Context: an optimization exercise on an open-source flow, tuned for small area, a short achievable clock period and few clock cycles per item. The choices shown serve that exercise and are no tape-out recipe.
At most, simulation tests tie the RTL to the original design; equivalence was not proved.

== v17 ==
==> flow/design.v (excerpt) <==
module vector_magnitude_offset #(
    parameter int SAMPLE_WIDTH = 16
) (
    input  wire logic        clk,
    input  wire logic        rst_n,
    input  wire logic        pair_valid,
    output logic             pair_ready,
    input  wire logic [15:0] pair_x_value,
    input  wire logic [15:0] pair_y_value,
    input  wire logic        pair_last_in,
    output logic             result_valid,
    input  wire logic        result_ready,
    output logic [15:0]      result_magnitude,
    output logic             result_last_out
);
Size: roughly 2400 cells after synthesis, ~400 flip-flops, ~56 I/O pins, about 29000 um2 of cells after synthesis.
clock: 7.0 ns
lec_check: 0
abc_clock_period_in_ps: 3500
cap_margin: 20
core_margin: 2
core_utilization: 40
place_density: 0.6
setup_slack_margin: 3.5
slew_margin: 20
run.sh (not shown) runs the stock make flow with config.mk's settings and CLKGATE_MAP_FILE= SYNTH_SCRIPT=/design/flow/synth_recipe.tcl, a recipe that flattens the netlist after the stock synthesis.
### v17 -> v34
--- a/flow/design.v
+++ b/flow/design.v
@@ -16,24 +16,24 @@
     output logic             pair_ready,
     input  wire logic [15:0] pair_x_value,
     input  wire logic [15:0] pair_y_value,
     input  wire logic        pair_last_in,
     output logic             result_valid,
     input  wire logic        result_ready,
     output logic [15:0]      result_magnitude,
     output logic             result_last_out
 );
 logic adv;
 logic [8:0] v;
-logic out_v, skid_v, ready_q, valid_q;
-assign adv = ~skid_v;
+logic out_v;
+assign adv = ~out_v | result_ready;
 always_ff @(posedge clk or negedge rst_n)
     if (!rst_n) v <= '0;
     else if (adv) v <= {v[7:0], pair_valid};
 logic [15:0] xa, xb;
 assign xa = pair_x_value[15] ? 16'(-pair_x_value) : pair_x_value;
 assign xb = pair_y_value[15] ? 16'(-pair_y_value) : pair_y_value;
 logic [15:0] p0_a;
 logic [15:0] p0_b;
 logic p0_last;
 always_ff @(posedge clk) if (adv) begin
     p0_a <= xa;
@@ -4316,53 +4316,26 @@
 assign e3_0[15] = e3_0_p[15] ^ e3_0_G3_14;
 assign e3_0[16] = e3_0_p[16] ^ e3_0_G3_15;
 assign e3_0[17] = e3_0_p[17] ^ e3_0_G4_16;
 assign e3_0[18] = e3_0_p[18] ^ e3_0_G4_17;
 assign e3_0[19] = e3_0_p[19] ^ e3_0_G4_18;
 assign d1_0 = e1_0; assign d2_0 = e2_0; assign d3_0 = e3_0;
 assign g1_0 = ~d1_0[19];
 assign g2_0 = ~d2_0[19];
 assign g3_0 = ~d3_0[19];
 logic [15:0] res_d;
 assign res_d = {p8_q[13:5] + 9'd1, p8_q[4:0], {g2_0, g3_0 | (g1_0 & ~g2_0)}};
-logic [15:0] out_m, skid_m;
-logic out_l, skid_l;
-logic out_v_n, skid_v_n;
-wire in_v = v[8];
-always_comb begin
-    out_v_n  = out_v;
-    skid_v_n = skid_v;
-    if (skid_v) begin
-        if (result_ready) skid_v_n = 1'b0;
-    end else if (in_v) begin
-        if (!out_v || result_ready) out_v_n = 1'b1;
-        else skid_v_n = 1'b1;
-    end else if (result_ready) begin
-        out_v_n = 1'b0;
-    end
-end
+logic [15:0] out_m;
+logic out_l;
 always_ff @(posedge clk or negedge rst_n)
-    if (!rst_n) begin
-        out_v   <= 1'b0;
-        skid_v  <= 1'b0;
-        valid_q <= 1'b0;
-        ready_q <= 1'b0;
-    end else begin
-        out_v   <= out_v_n;
-        skid_v  <= skid_v_n;
-        valid_q <= out_v_n;
-        ready_q <= ~skid_v_n;
-    end
-always_ff @(posedge clk) if (!skid_v) begin
-    skid_m <= res_d;
-    skid_l <= p8_last;
-end
-always_ff @(posedge clk) if (result_ready || (!skid_v && !out_v)) begin
-    out_m <= skid_v ? skid_m : res_d;
-    out_l <= skid_v ? skid_l : p8_last;
+    if (!rst_n) out_v <= 1'b0;
+    else if (adv) out_v <= v[8];
+always_ff @(posedge clk) if (adv) begin
+    out_m <= res_d;
+    out_l <= p8_last;
 end
-assign pair_ready       = ready_q;
-assign result_valid     = valid_q;
+assign pair_ready       = adv;
+assign result_valid     = out_v;
 assign result_magnitude = out_m;
 assign result_last_out  = out_l;
 endmodule
 `default_nettype wire
[summary]
v34 closes out successfully: all stages finished, all timing, DRC and antenna checks passed. Going from v17 to v34, share of the yosys chip area belonging to registers shows a reduction of 1.0 points; cell area after synthesis shows a reduction of about 0.9%; wire length per cell shows an increase of 0.82%. v34 vs v17 on worst setup timing slack at the placement stage: v34 is the lower one. As of v34, final area had fallen slightly compared to v17. v34: time the final worst path needs with I/O delays and setup 120 ps below v17. v34 ends up with lower area after detailed placement than v17 does.
Testbench counts of v34, summed over its fixed seeds: cycles 16,080, items 16,000.
Only the layout flow was run in v17; the RTL was not checked for function there.

========
== run a ==
Another version of the RTL of vector_magnitude_offset (not shown whole).
Size: about 56 I/O pins, about 29000 um^2 of cells after synthesis.
clock: 7.0 ns
lec_check: 0
abc_clock_period_in_ps: 3500
cap_margin: 20
core_margin: 2
core_utilization: 40
place_density: 0.6
setup_slack_margin: 3.5
slew_margin: 20
Here is what was changed in the inputs of run b compared with run a.
--- a/flow/design.v
+++ b/flow/design.v
@@ -15,25 +15,25 @@
     input  wire logic        pair_valid,
     output logic             pair_ready,
     input  wire logic [15:0] pair_x_value,
     input  wire logic [15:0] pair_y_value,
     input  wire logic        pair_last_in,
     output logic             result_valid,
     input  wire logic        result_ready,
     output logic [15:0]      result_magnitude,
     output logic             result_last_out
 );
 logic adv;
-logic out_v, skid_v, ready_q, valid_q;
 logic [8:0] v;
-assign adv = ~skid_v;
+logic out_v;
+assign adv = ~out_v | result_ready;
 always_ff @(posedge clk or negedge rst_n)
     if (!rst_n) v <= '0;
     else if (adv) v <= {v[7:0], pair_valid};
 logic [15:0] xa, xb;
 assign xa = pair_x_value[15] ? 16'(-pair_x_value) : pair_x_value;
 assign xb = pair_y_value[15] ? 16'(-pair_y_value) : pair_y_value;
 logic [15:0] p0_a;
 logic [15:0] p0_b;
 logic p0_last;
 always_ff @(posedge clk) if (adv) begin
     p0_a <= xa;
@@ -4328,53 +4328,26 @@
 assign e3_0[15] = e3_0_p[15] ^ e3_0_G3_14;
 assign e3_0[16] = e3_0_p[16] ^ e3_0_G3_15;
 assign e3_0[17] = e3_0_p[17] ^ e3_0_G4_16;
 assign e3_0[18] = e3_0_p[18] ^ e3_0_G4_17;
 assign e3_0[19] = e3_0_p[19] ^ e3_0_G4_18;
 assign d1_0 = e1_0; assign d2_0 = e2_0; assign d3_0 = e3_0;
 assign g1_0 = ~d1_0[19];
 assign g2_0 = ~d2_0[19];
 assign g3_0 = ~d3_0[19];
 logic [15:0] res_d;
 assign res_d = {p8_q[13:5] + 9'd1, p8_q[4:0], {g2_0, g3_0 | (g1_0 & ~g2_0)}};
-logic [15:0] out_m, skid_m;
-logic out_l, skid_l;
-logic out_v_n, skid_v_n;
-wire in_v = v[8];
-always_comb begin
-    out_v_n  = out_v;
-    skid_v_n = skid_v;
-    if (skid_v) begin
-        if (result_ready) skid_v_n = 1'b0;
-    end else if (in_v) begin
-        if (!out_v || result_ready) out_v_n = 1'b1;
-        else skid_v_n = 1'b1;
-    end else if (result_ready) begin
-        out_v_n = 1'b0;
-    end
-end
+logic [15:0] out_m;
+logic out_l;
 always_ff @(posedge clk or negedge rst_n)
-    if (!rst_n) begin
-        out_v   <= 1'b0;
-        skid_v  <= 1'b0;
-        valid_q <= 1'b0;
-        ready_q <= 1'b0;
-    end else begin
-        out_v   <= out_v_n;
-        skid_v  <= skid_v_n;
-        valid_q <= out_v_n;
-        ready_q <= ~skid_v_n;
-    end
-always_ff @(posedge clk) if (!skid_v) begin
-    skid_m <= res_d;
-    skid_l <= p8_last;
-end
-always_ff @(posedge clk) if (result_ready || (!skid_v && !out_v)) begin
-    out_m <= skid_v ? skid_m : res_d;
-    out_l <= skid_v ? skid_l : p8_last;
+    if (!rst_n) out_v <= 1'b0;
+    else if (adv) out_v <= v[8];
+always_ff @(posedge clk) if (adv) begin
+    out_m <= res_d;
+    out_l <= p8_last;
 end
-assign pair_ready       = ready_q;
-assign result_valid     = valid_q;
+assign pair_ready       = adv;
+assign result_valid     = out_v;
 assign result_magnitude = out_m;
 assign result_last_out  = out_l;
 endmodule
 `default_nettype wire
Results
Across run a and run b, the outcome is the same: a clean finish for every run.
On run b: non-clock inverter count in the final layout is 14 lower than what run a gave.
Compared to run a, run b has fewer flip-flops.
NOTE: post-synthesis adder-cell area fraction in run b exceeds that of run a
Min global-route usage across run a and run b: run b
Going from run a to run b, async set-reset flop share out of synthesis went down; cell count -99; largest stage delay on the critical path went down; first-iteration DRC count rose by 78.
Run comparison: run b worst setup path endpoint pair_ready; run a worst setup path endpoint p1_m16_1
Final critical-path share of the clock period, run a and run b: higher on run b
Per the comparison of run b with run a, count of vias placed by the detailed router moved down; total detailed-routing wirelength moved down; highest attainable clock frequency moved down.
Testbench counts of run b, summed over its fixed seeds: cycles 16,080, items 16,000.
The RTL of run a was laid out without a check of its function.

========
Another version of the RTL of vector_magnitude_offset (not shown whole).
For scale: roughly 2400 cells after synthesis, ~400 flip-flops, ~56 I/O pins, about 0.029 mm^2 of cells after synthesis.
clock: 7.0 ns
lec_check: 0
abc_clock_period_in_ps: 3500
cap_margin: 20
core_margin: 2
core_utilization: 40
place_density: 0.6
setup_slack_margin: 3.5
slew_margin: 20
The first run produced a clean layout.
Then changed:
--- a/flow/design.v
+++ b/flow/design.v
@@ -18,20 +18,20 @@
     input  wire logic [15:0] pair_y_value,
     input  wire logic        pair_last_in,
     output logic             result_valid,
     input  wire logic        result_ready,
     output logic [15:0]      result_magnitude,
     output logic             result_last_out
 );
 logic adv;
 logic [8:0] v;
-logic out_v, skid_v, ready_q, valid_q;
-assign adv = ~skid_v;
+logic out_v;
+assign adv = ~out_v | result_ready;
 always_ff @(posedge clk or negedge rst_n)
     if (!rst_n) v <= '0;
     else if (adv) v <= {v[7:0], pair_valid};
 logic [15:0] xa, xb;
 assign xa = pair_x_value[15] ? 16'(-pair_x_value) : pair_x_value;
 assign xb = pair_y_value[15] ? 16'(-pair_y_value) : pair_y_value;
 logic [15:0] p0_a;
 logic [15:0] p0_b;
 logic p0_last;
@@ -4336,51 +4336,24 @@
 assign e3_0[17] = e3_0_p[17] ^ e3_0_G4_16;
 assign e3_0[18] = e3_0_p[18] ^ e3_0_G4_17;
 assign e3_0[19] = e3_0_p[19] ^ e3_0_G4_18;
 assign d1_0 = e1_0; assign d2_0 = e2_0; assign d3_0 = e3_0;
 assign g1_0 = ~d1_0[19];
 assign g2_0 = ~d2_0[19];
 assign g3_0 = ~d3_0[19];
 logic [15:0] res_d;
 assign res_d = {p8_q[13:5] + 9'd1, p8_q[4:0], {g2_0, g3_0 | (g1_0 & ~g2_0)}};
-logic [15:0] out_m, skid_m;
-logic out_l, skid_l;
-logic out_v_n, skid_v_n;
-wire in_v = v[8];
-always_comb begin
-    out_v_n  = out_v;
-    skid_v_n = skid_v;
-    if (skid_v) begin
-        if (result_ready) skid_v_n = 1'b0;
-    end else if (in_v) begin
-        if (!out_v || result_ready) out_v_n = 1'b1;
-        else skid_v_n = 1'b1;
-    end else if (result_ready) begin
-        out_v_n = 1'b0;
-    end
-end
+logic [15:0] out_m;
+logic out_l;
 always_ff @(posedge clk or negedge rst_n)
-    if (!rst_n) begin
-        out_v   <= 1'b0;
-        skid_v  <= 1'b0;
-        valid_q <= 1'b0;
-        ready_q <= 1'b0;
-    end else begin
-        out_v   <= out_v_n;
-        skid_v  <= skid_v_n;
-        valid_q <= out_v_n;
-        ready_q <= ~skid_v_n;
-    end
-always_ff @(posedge clk) if (!skid_v) begin
-    skid_m <= res_d;
-    skid_l <= p8_last;
-end
-always_ff @(posedge clk) if (result_ready || (!skid_v && !out_v)) begin
-    out_m <= skid_v ? skid_m : res_d;
-    out_l <= skid_v ? skid_l : p8_last;
+    if (!rst_n) out_v <= 1'b0;
+    else if (adv) out_v <= v[8];
+always_ff @(posedge clk) if (adv) begin
+    out_m <= res_d;
+    out_l <= p8_last;
 end
-assign pair_ready       = ready_q;
-assign result_valid     = valid_q;
+assign pair_ready       = adv;
+assign result_valid     = out_v;
 assign result_magnitude = out_m;
 assign result_last_out  = out_l;
 endmodule
 `default_nettype wire
Die area fell slightly.
Worst setup slack got worse by 0.16 ns.
Design area fell slightly.
Via count fell slightly.
Wire length stays flat.
Synthesized cell count fell by a few percent.
Core utilization rose by 0.32 points.
No functional check of the RTL was part of any run of this note.

-- afterwards: timing with drivers on the ports --
The flow's constraints put no driver on any port. The routed layouts listed below were extracted and timed again, unchanged, in two steps. Step 1: set_driving_cell puts a clkbuf_16 on clk and a buf_2 on each other input, an assumption about the parent block. Step 2, shift: input delay + t, output delay - t, t = (earliest + latest rising clock arrival at the registers) / 2. This alone moves slack from input paths to output paths. Three values: no drivers, after step 1, after step 2; two values: the first two.
| run | shift t [ns] | setup slack, ns | hold WS [ns] | worst slew at a driven data input, ns |
|---|---|---|---|---|
| v17 | 0.647 | 3.422 / 3.422 / 3.422 | 0.409 / 0.409 / 0.409 | 0.04 |
| v34 | 0.629 | 3.546 / 3.523 / 3.071 | 0.405 / 0.405 / 0.405 | 0.04 |
| run a | 0.630 | 3.593 / 3.593 / 3.189 | 0.400 / 0.400 / 0.400 | 0.07 |
| run b | 0.641 | 3.557 / 3.528 / 3.321 | 0.400 / 0.400 / 0.400 | 0.03 |
| the first run of note 3 | 0.626 | 3.554 / 3.554 / 3.309 | 0.394 / 0.394 / 0.394 | 0.06 |
| the second run of note 3 | 0.633 | 3.392 / 3.339 / 3.187 | 0.413 / 0.413 / 0.413 | 0.05 |
After both steps every run listed still meets setup and hold. For v34, which loses most, drivers alone change the setup slack by -0.023 ns; drivers and shift together by -0.475 ns.
